This is an optimization exercise on Yosys and OpenROAD, whose aim is small area and a short achievable clock period, not a production implementation. Only simulation tests tie the RTL to the original design; equivalence was not proved.

==> flow/design.v <==
`timescale 1ns/100ps
package sdfm_pkg;
  typedef enum logic [3:0] {
    REG_NONE,     
    REG_IFLG,
    REG_IFLGCLR,
    REG_CTL,
    REG_DFPARM0,
    REG_DFPARM1,
    REG_CPARM0,
    REG_CPARM1,
    REG_CMPL0,
    REG_CMPL1,
    REG_CMPH0,
    REG_CMPH1,
    REG_FDATA0,
    REG_FDATA1,
    REG_CDATA0,
    REG_CDATA1
  } reg_id_e;
  typedef logic [15:0] reg_sel_t;  
  typedef logic [32-1:0] data_word_t;      
endpackage
`timescale 1ns/100ps
module sdfm_bus_decode
(
  input  logic                    SYSCLK,   
  input  logic                    SYSRSTn,  
  input  logic [16-1:0] addr,
  input  logic                    wr,
  input  logic                    rd,
  output sdfm_pkg::reg_sel_t                reg_we,
  output sdfm_pkg::reg_sel_t                reg_re
);
  logic     dev_hit;  
  sdfm_pkg::reg_id_e  reg_id;   
  sdfm_pkg::reg_sel_t slot;     
  assign dev_hit = (addr[16-1:8] == 8'h07);
  always_comb
  begin
    case (addr[7:0])
      8'h00:            reg_id = sdfm_pkg::REG_IFLG;
      8'h04:         reg_id = sdfm_pkg::REG_IFLGCLR;
      8'h08:             reg_id = sdfm_pkg::REG_CTL;
      8'h0C:          reg_id = sdfm_pkg::REG_DFPARM0;
      8'h0C + 8'h04:  reg_id = sdfm_pkg::REG_DFPARM1;
      8'h14:           reg_id = sdfm_pkg::REG_CPARM0;
      8'h14 + 8'h04:   reg_id = sdfm_pkg::REG_CPARM1;
      8'h1C:            reg_id = sdfm_pkg::REG_CMPL0;
      8'h1C + 8'h04:    reg_id = sdfm_pkg::REG_CMPL1;
      8'h24:            reg_id = sdfm_pkg::REG_CMPH0;
      8'h24 + 8'h04:    reg_id = sdfm_pkg::REG_CMPH1;
      8'h34:           reg_id = sdfm_pkg::REG_FDATA0;
      8'h34 + 8'h04:   reg_id = sdfm_pkg::REG_FDATA1;
      8'h3C:           reg_id = sdfm_pkg::REG_CDATA0;
      8'h3C + 8'h04:   reg_id = sdfm_pkg::REG_CDATA1;
      default:                   reg_id = sdfm_pkg::REG_NONE;  
    endcase
  end
  always_comb
  begin
    slot = '0;
    if (dev_hit && reg_id != sdfm_pkg::REG_NONE)
      slot[reg_id] = 1'b1;
  end
  assign reg_we = wr ? slot : '0;
  assign reg_re = rd ? slot : '0;  
endmodule
`timescale 1ns/100ps
module sdfm_param_regs
(
  input  logic        SYSCLK,
  input  logic        SYSRSTn,
  input  sdfm_pkg::reg_sel_t    reg_we,
  input  sdfm_pkg::data_word_t  wdata,
  output logic        reg_rsten,        
  output logic        reg_clken,
  output logic        mien,
  output logic [15:0] reg_filtdec,      
  output logic [3:0]  reg_filtmode,
  output logic [7:0]  reg_filtdiv,
  output logic [1:0]  reg_filten,
  output logic [1:0]  reg_filtask,
  output logic [3:0]  reg_filtst,
  output logic [9:0]  reg_filtsh,
  output logic [15:0] reg_compdec,      
  output logic [3:0]  reg_compmode,
  output logic [7:0]  reg_compdiv,
  output logic [1:0]  reg_compen,
  output logic [1:0]  reg_compsen,
  output logic [3:0]  reg_compst,
  output logic [1:0]  reg_compilen,
  output logic [1:0]  reg_compihen,
  output logic [1:0]  reg_complclrflg,
  output logic [1:0]  reg_comphclrflg,
  output logic [63:0] reg_compltrd,     
  output logic [63:0] reg_comphtrd      
);
  always_ff @(posedge SYSCLK)
  begin
    if (!SYSRSTn)
    begin
      reg_rsten <= 1'b0;
      reg_clken <= 1'b0;
      mien      <= 1'b0;
    end
    else if (reg_we[sdfm_pkg::REG_CTL])
    begin
      reg_rsten <= wdata[0];
      reg_clken <= wdata[1];
      mien      <= wdata[4];  
    end
  end
  always_ff @(posedge SYSCLK)
  begin
    if (!SYSRSTn)
    begin
      reg_filtdec  <= '0;
      reg_filtmode <= '0;
      reg_filtdiv  <= '0;
      reg_filten   <= '0;
      reg_filtask  <= '0;
      reg_filtst   <= '0;
      reg_filtsh   <= '0;
    end
    else
    begin
      for (int i = 0; i < 2; i++)
      begin
        if (reg_we[int'(sdfm_pkg::REG_DFPARM0) + i])
        begin
          reg_filtdec[i*8 +: 8]  <= wdata[7:0];    
          reg_filtmode[i*2 +: 2] <= wdata[9:8];
          reg_filtdiv[i*4 +: 4]  <= wdata[15:12];
          reg_filten[i]          <= wdata[16];
          reg_filtask[i]         <= wdata[17];     
          reg_filtst[i*2 +: 2]   <= wdata[21:20];
          reg_filtsh[i*5 +: 5]   <= wdata[28:24];  
        end
      end
    end
  end
  always_ff @(posedge SYSCLK)
  begin
    if (!SYSRSTn)
    begin
      reg_compdec     <= '0;
      reg_compmode    <= '0;
      reg_compdiv     <= '0;
      reg_compen      <= '0;
      reg_compsen     <= '0;
      reg_compst      <= '0;
      reg_compilen    <= '0;
      reg_compihen    <= '0;
      reg_complclrflg <= '0;
      reg_comphclrflg <= '0;
    end
    else
    begin
      for (int i = 0; i < 2; i++)
      begin
        if (reg_we[int'(sdfm_pkg::REG_CPARM0) + i])
        begin
          reg_compdec[i*8 +: 8]  <= wdata[7:0];
          reg_compmode[i*2 +: 2] <= wdata[9:8];
          reg_compdiv[i*4 +: 4]  <= wdata[15:12];
          reg_compen[i]          <= wdata[16];
          reg_compsen[i]         <= wdata[17];  
          reg_compst[i*2 +: 2]   <= wdata[21:20];
          reg_compilen[i]        <= wdata[24];
          reg_compihen[i]        <= wdata[25];
          reg_complclrflg[i]     <= wdata[28];  
          reg_comphclrflg[i]     <= wdata[29];  
        end
      end
    end
  end
  always_ff @(posedge SYSCLK)
  begin
    if (!SYSRSTn)
    begin
      reg_compltrd <= '0;
      reg_comphtrd <= '0;
    end
    else
    begin
      for (int i = 0; i < 2; i++)
      begin
        if (reg_we[int'(sdfm_pkg::REG_CMPL0) + i])
          reg_compltrd[i*32 +: 32] <= wdata;
        if (reg_we[int'(sdfm_pkg::REG_CMPH0) + i])
          reg_comphtrd[i*32 +: 32] <= wdata;
      end
    end
  end
endmodule
`timescale 1ns/100ps
module sdfm_data_capture
(
  input  logic                                SYSCLK,
  input  logic                                SYSRSTn,
  input  logic [2*32-1:0]  filt_data_out,
  input  logic [2-1:0]               filt_data_update,  
  input  logic [2*32-1:0]  comp_data_out,
  input  logic [2-1:0]               comp_data_update,
  output logic [2*32-1:0]  fdata,
  output logic [2*32-1:0]  cdata
);
  always_ff @(posedge SYSCLK)
  begin
    if (!SYSRSTn)
    begin
      fdata <= '0;
      cdata <= '0;
    end
    else
    begin
      for (int i = 0; i < 2; i++)
      begin
        if (filt_data_update[i])
          fdata[i*32 +: 32] <= filt_data_out[i*32 +: 32];
        if (comp_data_update[i])
          cdata[i*32 +: 32] <= comp_data_out[i*32 +: 32];
      end
    end
  end
endmodule
`timescale 1ns/100ps
module sdfm_irq_flags
(
  input  logic                 SYSCLK,
  input  logic                 SYSRSTn,
  input  sdfm_pkg::reg_sel_t             reg_we,
  input  sdfm_pkg::data_word_t           wdata,
  input  logic [2-1:0] comp_data_update,
  input  logic [2-1:0] comp_data_low,    
  input  logic [2-1:0] comp_data_high,   
  input  logic                 mien,
  input  logic [2-1:0] compilen,
  input  logic [2-1:0] compihen,
  input  logic [2-1:0] complclrflg,
  input  logic [2-1:0] comphclrflg,
  output logic [2-1:0] flg_lf,
  output logic [2-1:0] flg_hf,
  output logic                 irq               
);
  logic clr_wr;    
  logic irq_src;   
  assign clr_wr  = reg_we[sdfm_pkg::REG_IFLGCLR];
  assign irq_src = |((compilen & flg_lf) | (compihen & flg_hf));
  always_ff @(posedge SYSCLK)
  begin
    if (!SYSRSTn)
    begin
      flg_lf <= '0;
      flg_hf <= '0;
    end
    else
    begin
      for (int i = 0; i < 2; i++)
      begin
        if (comp_data_update[i] && complclrflg[i])
          flg_lf[i] <= comp_data_low[i];   
        else if (comp_data_update[i] && comp_data_low[i])
          flg_lf[i] <= 1'b1;               
        else if (clr_wr && wdata[8 + i])
          flg_lf[i] <= 1'b0;
        if (comp_data_update[i] && comphclrflg[i])
          flg_hf[i] <= comp_data_high[i];
        else if (comp_data_update[i] && comp_data_high[i])
          flg_hf[i] <= 1'b1;
        else if (clr_wr && wdata[12 + i])
          flg_hf[i] <= 1'b0;
      end
    end
  end
  always_ff @(posedge SYSCLK)
  begin
    if (!SYSRSTn)
      irq <= 1'b0;
    else if (mien && irq_src)
      irq <= 1'b1;
    else if (clr_wr && wdata[31])
      irq <= 1'b0;
  end
endmodule
`timescale 1ns/100ps
module sdfm_read_mux
(
  input  sdfm_pkg::reg_sel_t    reg_re,
  input  logic [1:0]  flg_lf,
  input  logic [1:0]  flg_hf,
  input  logic        irq,
  input  logic        reg_rsten,
  input  logic        reg_clken,
  input  logic        mien,
  input  logic [15:0] reg_filtdec,
  input  logic [3:0]  reg_filtmode,
  input  logic [7:0]  reg_filtdiv,
  input  logic [1:0]  reg_filten,
  input  logic [1:0]  reg_filtask,
  input  logic [3:0]  reg_filtst,
  input  logic [9:0]  reg_filtsh,
  input  logic [15:0] reg_compdec,
  input  logic [3:0]  reg_compmode,
  input  logic [7:0]  reg_compdiv,
  input  logic [1:0]  reg_compen,
  input  logic [1:0]  reg_compsen,
  input  logic [3:0]  reg_compst,
  input  logic [1:0]  reg_compilen,
  input  logic [1:0]  reg_compihen,
  input  logic [1:0]  reg_complclrflg,
  input  logic [1:0]  reg_comphclrflg,
  input  logic [63:0] reg_compltrd,
  input  logic [63:0] reg_comphtrd,
  input  logic [63:0] fdata,
  input  logic [63:0] cdata,
  output sdfm_pkg::data_word_t  rdata
);
  always_comb
  begin
    rdata = '0;
    if (reg_re[sdfm_pkg::REG_IFLG])
      rdata |= {irq, 17'b0, flg_hf, 2'b0, flg_lf, 8'b0};  
    if (reg_re[sdfm_pkg::REG_CTL])
      rdata |= {27'b0, mien, 2'b0, reg_clken, reg_rsten};
    for (int i = 0; i < 2; i++)
    begin
      if (reg_re[int'(sdfm_pkg::REG_DFPARM0) + i])
        rdata |= {3'b0, reg_filtsh[i*5 +: 5], 2'b0, reg_filtst[i*2 +: 2],
                  2'b0, reg_filtask[i], reg_filten[i], reg_filtdiv[i*4 +: 4],
                  2'b0, reg_filtmode[i*2 +: 2], reg_filtdec[i*8 +: 8]};
      if (reg_re[int'(sdfm_pkg::REG_CPARM0) + i])
        rdata |= {2'b0, reg_comphclrflg[i], reg_complclrflg[i], 2'b0,
                  reg_compihen[i], reg_compilen[i], 2'b0, reg_compst[i*2 +: 2],
                  2'b0, reg_compsen[i], reg_compen[i], reg_compdiv[i*4 +: 4],
                  2'b0, reg_compmode[i*2 +: 2], reg_compdec[i*8 +: 8]};
      if (reg_re[int'(sdfm_pkg::REG_CMPL0) + i])
        rdata |= reg_compltrd[i*32 +: 32];
      if (reg_re[int'(sdfm_pkg::REG_CMPH0) + i])
        rdata |= reg_comphtrd[i*32 +: 32];
      if (reg_re[int'(sdfm_pkg::REG_FDATA0) + i])
        rdata |= fdata[i*32 +: 32];
      if (reg_re[int'(sdfm_pkg::REG_CDATA0) + i])
        rdata |= cdata[i*32 +: 32];
    end
  end
endmodule
`timescale 1ns/100ps
module sdfm_regmap
(
  input  logic                    SYSCLK,
  input  logic                    SYSRSTn,
  input  logic [16-1:0] addr,
  input  logic                    wr,
  input  logic                    rd,
  input  logic [32-1:0]  wdata,
  output logic [32-1:0]  rdata,    
  input  logic [63:0]             filt_data_out,
  input  logic [1:0]              filt_data_update,
  input  logic [63:0]             comp_data_out,
  input  logic [1:0]              comp_data_update,
  input  logic [1:0]              comp_data_low,
  input  logic [1:0]              comp_data_high,
  output logic                    reg_rsten,
  output logic                    reg_clken,
  output logic [15:0]             reg_filtdec,
  output logic [3:0]              reg_filtmode,
  output logic [7:0]              reg_filtdiv,
  output logic [1:0]              reg_filten,
  output logic [1:0]              reg_filtask,
  output logic [3:0]              reg_filtst,
  output logic [9:0]              reg_filtsh,
  output logic [15:0]             reg_compdec,
  output logic [3:0]              reg_compmode,
  output logic [7:0]              reg_compdiv,
  output logic [1:0]              reg_compen,
  output logic [1:0]              reg_compsen,
  output logic [3:0]              reg_compst,
  output logic [1:0]              reg_compilen,
  output logic [1:0]              reg_compihen,
  output logic [1:0]              reg_complclrflg,
  output logic [1:0]              reg_comphclrflg,
  output logic [63:0]             reg_compltrd,
  output logic [63:0]             reg_comphtrd,
  output logic                    irq
);
  sdfm_pkg::reg_sel_t    reg_we;   
  sdfm_pkg::reg_sel_t    reg_re;   
  logic        mien;
  logic [1:0]  flg_lf;
  logic [1:0]  flg_hf;
  logic [63:0] fdata;
  logic [63:0] cdata;
  sdfm_bus_decode sdfm_bus_decode_i (
    .SYSCLK,
    .SYSRSTn,
    .addr,
    .wr,
    .rd,
    .reg_we,
    .reg_re
  );
  sdfm_param_regs sdfm_param_regs_i (
    .SYSCLK,
    .SYSRSTn,
    .reg_we,
    .wdata,
    .reg_rsten,
    .reg_clken,
    .mien,
    .reg_filtdec,
    .reg_filtmode,
    .reg_filtdiv,
    .reg_filten,
    .reg_filtask,
    .reg_filtst,
    .reg_filtsh,
    .reg_compdec,
    .reg_compmode,
    .reg_compdiv,
    .reg_compen,
    .reg_compsen,
    .reg_compst,
    .reg_compilen,
    .reg_compihen,
    .reg_complclrflg,
    .reg_comphclrflg,
    .reg_compltrd,
    .reg_comphtrd
  );
  sdfm_data_capture sdfm_data_capture_i (
    .SYSCLK,
    .SYSRSTn,
    .filt_data_out,
    .filt_data_update,
    .comp_data_out,
    .comp_data_update,
    .fdata,
    .cdata
  );
  sdfm_irq_flags sdfm_irq_flags_i (
    .SYSCLK, .SYSRSTn, .reg_we, .wdata,
    .comp_data_update, .comp_data_low, .comp_data_high, .mien,
    .compilen    (reg_compilen),
    .compihen    (reg_compihen),
    .complclrflg (reg_complclrflg),
    .comphclrflg (reg_comphclrflg),
    .flg_lf, .flg_hf, .irq
  );
  sdfm_read_mux sdfm_read_mux_i (
    .reg_re,
    .flg_lf,
    .flg_hf,
    .irq,
    .reg_rsten,
    .reg_clken,
    .mien,
    .reg_filtdec,
    .reg_filtmode,
    .reg_filtdiv,
    .reg_filten,
    .reg_filtask,
    .reg_filtst,
    .reg_filtsh,
    .reg_compdec,
    .reg_compmode,
    .reg_compdiv,
    .reg_compen,
    .reg_compsen,
    .reg_compst,
    .reg_compilen,
    .reg_compihen,
    .reg_complclrflg,
    .reg_comphclrflg,
    .reg_compltrd,
    .reg_comphtrd,
    .fdata,
    .cdata,
    .rdata
  );
endmodule
==> flow/constraint.sdc <==
create_clock -name core_clock -period 8.0 [get_ports {SYSCLK}]
set_input_delay 1.6000 -clock core_clock [delete_from_list [all_inputs] [get_ports {SYSCLK}]]
set_output_delay 1.6000 -clock core_clock [all_outputs]
set_load 0.01 [all_outputs]
==> flow/config.mk <==
export PLATFORM = sky130hd
export DESIGN_NAME = sdfm_regmap
export DESIGN_NICKNAME = sdfm_regmap
export VERILOG_FILES = /design/flow/design.v
export SDC_FILE = /design/flow/constraint.sdc
export NUM_CORES = 4
export LEC_CHECK = 0
export CAP_MARGIN = 30
export CORE_MARGIN = 2
export CORE_UTILIZATION = 40
export SLEW_MARGIN = 40
==> flow/run.sh <==
#!/bin/bash
# synth_recipe.tcl (not shown) runs the flow's synth.tcl, then flattens the netlist and writes it again
# the make line also repeats each setting of config.mk as NAME=value (left out here)
make -C /OpenROAD-flow-scripts/flow DESIGN_CONFIG=/design/flow/config.mk WORK_HOME=/design/flow/orfs CLKGATE_MAP_FILE= SYNTH_SCRIPT=/design/flow/synth_recipe.tcl finish
==> results.sh <==
export IMPL_grt_setup_unrepaired="no"
export IMPL_post_place_ws_ns=0.371
export IMPL_hold_buffers=0
export IMPL_synth_seq_cells=354
export IMPL_synth_cells=1816
export IMPL_crit_cells=15
export IMPL_cp_cell_sequence="clkdlybuf4s50_1 -> o21a_1 -> o22a_1 -> nor2_1 -> inv_1 -> ha_1 -> o41a_1 -> and2_1 -> buf_4 -> a211oi_1 -> and2_1 -> buf_4 -> a22oi_1 -> nand3_1 -> clkdlybuf4s50_1"
export IMPL_critical_path_top_delay_family="buffers and inverters"
export IMPL_setup_violations=0
export IMPL_wire_per_inst_um=29.9
export IMPL_crit_buf_inv=5
export IMPL_critPathCaptureType="output pin"
export IMPL_gp_congestion=0.948
export IMPL_syn_num_nets=2006
export IMPL_clock_path_buffers=3
export IMPL_fin_nets=2407
export IMPL_cts_tree="yes"
export IMPL_r2r_slack_ns=6.89
export IMPL_worstPathRequired_ns=6.40
export IMPL_vias=16400
export IMPL_synth_cell_types=76
export IMPL_dr_pass1_iters=7
export IMPL_drc=0
export IMPL_status="timing/DRC/antenna clean"
export IMPL_dieArea_um2=43900
export IMPL_finalCritPeriodShare_pct=96.9
export IMPL_combPwrFrac_pct=8.6
export IMPL_max_stage_delay_ns=0.70
export IMPL_hold_viol_final=0
export IMPL_grt_use_total_pct=36.7
export IMPL_h_tree_depth=2
export IMPL_drive_gt1_share_pct=8.90
export IMPL_setup_slack_ns=0.251
export IMPL_r2r_start="sdfm_irq_flags_i.flg_lf[0]"
export IMPL_p_sw_share_pct=24.1
export IMPL_relSlewSlack_pct=36.3
export IMPL_area_growth_pct=38.7
export IMPL_drt_initial_drc_count=1749
export IMPL_ctsResizeCount=0
export IMPL_critPathCapture="rdata[3]"
export IMPL_setup_tns_ns=0
export IMPL_cts_sinks=354
export IMPL_cp_arrival_ns=6.15
export IMPL_syn_avg_cell_area_um2=9.31
export IMPL_p_sw_uw=974
export IMPL_dpl_hpwl_mm=60.5
export IMPL_finalWirelength_mm=83.5
export IMPL_initial_core_util_pct=40.4
export IMPL_startpoint="addr[3]"
export IMPL_path_class="primary input to output pin"
export IMPL_cp_max_fo=11
export IMPL_synth_area_um2=16900
export IMPL_die_x_um=210
export IMPL_skew_ns=0.00643
export IMPL_p_seq_share_pct=45.2
export IMPL_startpoint_type="primary input"
export IMPL_finalHoldWorstSlack_ns=0.474
export IMPL_timing_rr_end="sdfm_irq_flags_i.irq"
export IMPL_clk_pin_slew_ns=0.06
export IMPL_hold_path_class="flip-flop to flip-flop"
export IMPL_grt_pass1_vias=15900
export IMPL_clkLatencyLatePin_ns=0.58
export IMPL_synthFlopType="dfxtp_1"
export IMPL_core_um2=41900
export IMPL_post_cts_setup_buffer_count=0
export IMPL_tightest_slew_ns=0.952
export IMPL_synth_edf_count=0
export IMPL_final_common_cell="clkdlybuf4s50_1"
export IMPL_pin_count=441
export IMPL_ys_seq_area_share_pct=41.9
export IMPL_die_h_um=210
export IMPL_grt_max_degree=157
export IMPL_ir_drop_mv=0.151
export IMPL_grt_pass1_wl_mm=116
export IMPL_viasPerCell=5.88
export IMPL_drv_cap=0
export IMPL_antenna_found_initial=7
export IMPL_rows=75
export IMPL_cts_root_buf="clkbuf_16"
export IMPL_antenna_left=0
export IMPL_min_period_ns=7.75
export IMPL_final_cell_mix="clkdlybuf4s50_1, dfxtp_1, mux2i_1"
export IMPL_r2r_cells=3
export IMPL_power_total_uw=4050
export IMPL_async_reset_ff_share_pct=0
export IMPL_cts_buffers=40
export IMPL_critical_path_slowest_cell="and2_1"
export IMPL_portBuffers=440
export IMPL_power_leakage_uw=0.00916
export IMPL_finalMaxSlewViolations=0
export IMPL_p_per_area_nw_per_um2=173
export IMPL_clkPwrFrac_pct=46.2
export IMPL_grt_ovfl_total=0
export IMPL_fmax_ghz=0.129
export IMPL_ys_warn_count=5
export IMPL_intPower_uw=3080
[final cells by class]
cell class              count  area [µm²]
diodes                      6        15.0
clock buffers              61        1200
clock inverters            10         110
fillers                  3819       18400
inverters                  11        41.3
multi-input cells        1284        9190
flip-flops and latches    354        7090
well taps                 539         674
repair buffers            526        5120
[routing by layer]
layer / GRT usage [%] / part of all wire [%] / vias to the layer above
li1: - / - / 7294
met1: 50.5 / 43 / 7981
met2: 55.4 / 43 / 976
met3: 8.36 / 9.4 / 167
met4: 15.7 / 4.2 / 0
met5: 0 / 0 / -
[flip-flops by register name, summed over array words and instances, names as in the netlist, 10 cells and up]
register / cells
sdfm_param_regs_i.reg_filtsh: 10
sdfm_param_regs_i.reg_compdec: 16
sdfm_param_regs_i.reg_comphtrd: 64
sdfm_param_regs_i.reg_filtdec: 16
sdfm_param_regs_i.reg_compltrd: 64
sdfm_data_capture_i.fdata: 64
sdfm_data_capture_i.cdata: 64
[cells in the mapped netlist (20+ instances only)]
library cell  instances  area [µm²]
dfxtp_1             354        7090
mux2i_1             267        2670
nor2b_1             259        1620
nand2_1             231         867
clkbuf_1            110         413
a21boi_0             85         638
nand3_1              57         285
a22oi_1              46         345
buf_2                35         175
nor2_1               28         105
a222oi_1             22         220
nand4_1              22         138
a21oi_1              20         100
[worst min path at each step]
stage	from	to	slack (ns)	depth (start not counted)
floorplan	sdfm_param_regs_i.mien	sdfm_irq_flags_i.irq	0.47	2
finish	sdfm_param_regs_i.reg_comphtrd[60]	sdfm_param_regs_i.reg_comphtrd[60]	0.47	2
global placement	sdfm_param_regs_i.reg_comphtrd[47]	sdfm_param_regs_i.reg_comphtrd[47]	0.46	2
global route	sdfm_param_regs_i.reg_comphtrd[43]	sdfm_param_regs_i.reg_comphtrd[43]	0.50	2
CTS	sdfm_param_regs_i.reg_comphtrd[47]	sdfm_param_regs_i.reg_comphtrd[47]	0.48	2
detailed placement	sdfm_param_regs_i.reg_comphtrd[60]	sdfm_param_regs_i.reg_comphtrd[60]	0.47	2
[worst min-delay path: cells and delay by family (launching register included)]
kind | cells | cell delay [ns]
DFF | 1 | 0.32
and+or+nand+nor | 1 | 0.06
AOI/OAI and AO/OA | 1 | 0.05
[cells by family after synthesis]
group                    Yosys count  synth area share (%)
multiplexers                     283                  16.9
XOR/XNOR                           1                0.0518
adder cells (fa/ha/maj)            2                 0.148
flip-flops                       354                  41.9
buffers and inverters            178                  4.55
AND/OR/NAND/NOR                  670                  21.1
AO/OA/AOI/OAI                    328                  15.3
[power by group through the flow]
| stage | logic, µW | clock network [µW] | registers [µW] |
|---|---|---|---|
| final | 348 | 1870 | 1830 |
| after global routing | 363 | 1960 | 1830 |
| after CTS | 343 | 1880 | 1830 |
| after detailed placement | 341 | 0 | 1870 |
| after global placement | 336 | 0 | 1870 |
| after floorplan | 170 | 0 | 1860 |
[stage by stage]
stage	instances	area [µm²]	util (%)
after detailed placement	2714	22100	52.8
after global routing	2791	23400	56.0
after CTS	2785	23400	55.9
final	2791	23400	56.0
after global placement	2712	22000	52.6
after floorplan	1816	16900	-

[re-timing with driven ports]
The results above use ideal ports. As a check the final layout listed here was re-extracted and re-timed, cells and wires unchanged.
Step 1 sets driving cells, clkbuf_16 on the clock port and buf_2 on the other inputs (assumed; they add their load-dependent delay and slew).
Step 2, shift: input delay + t, output delay - t, t = (earliest + latest rising clock arrival at the registers) / 2. This alone moves slack from input paths to output paths.
Slacks: ideal / step 1 / step 2; pairs: ideal / step 1.
t (ns): 0.623
setup WS [ns]: 0.251 / 0.226 / 0.226
worst register clock-pin slew, ns: 0.06 / 0.06
After both steps setup and hold are still met in this run. For this run, drivers alone change the setup slack by -0.025 ns; drivers and shift together by -0.025 ns.
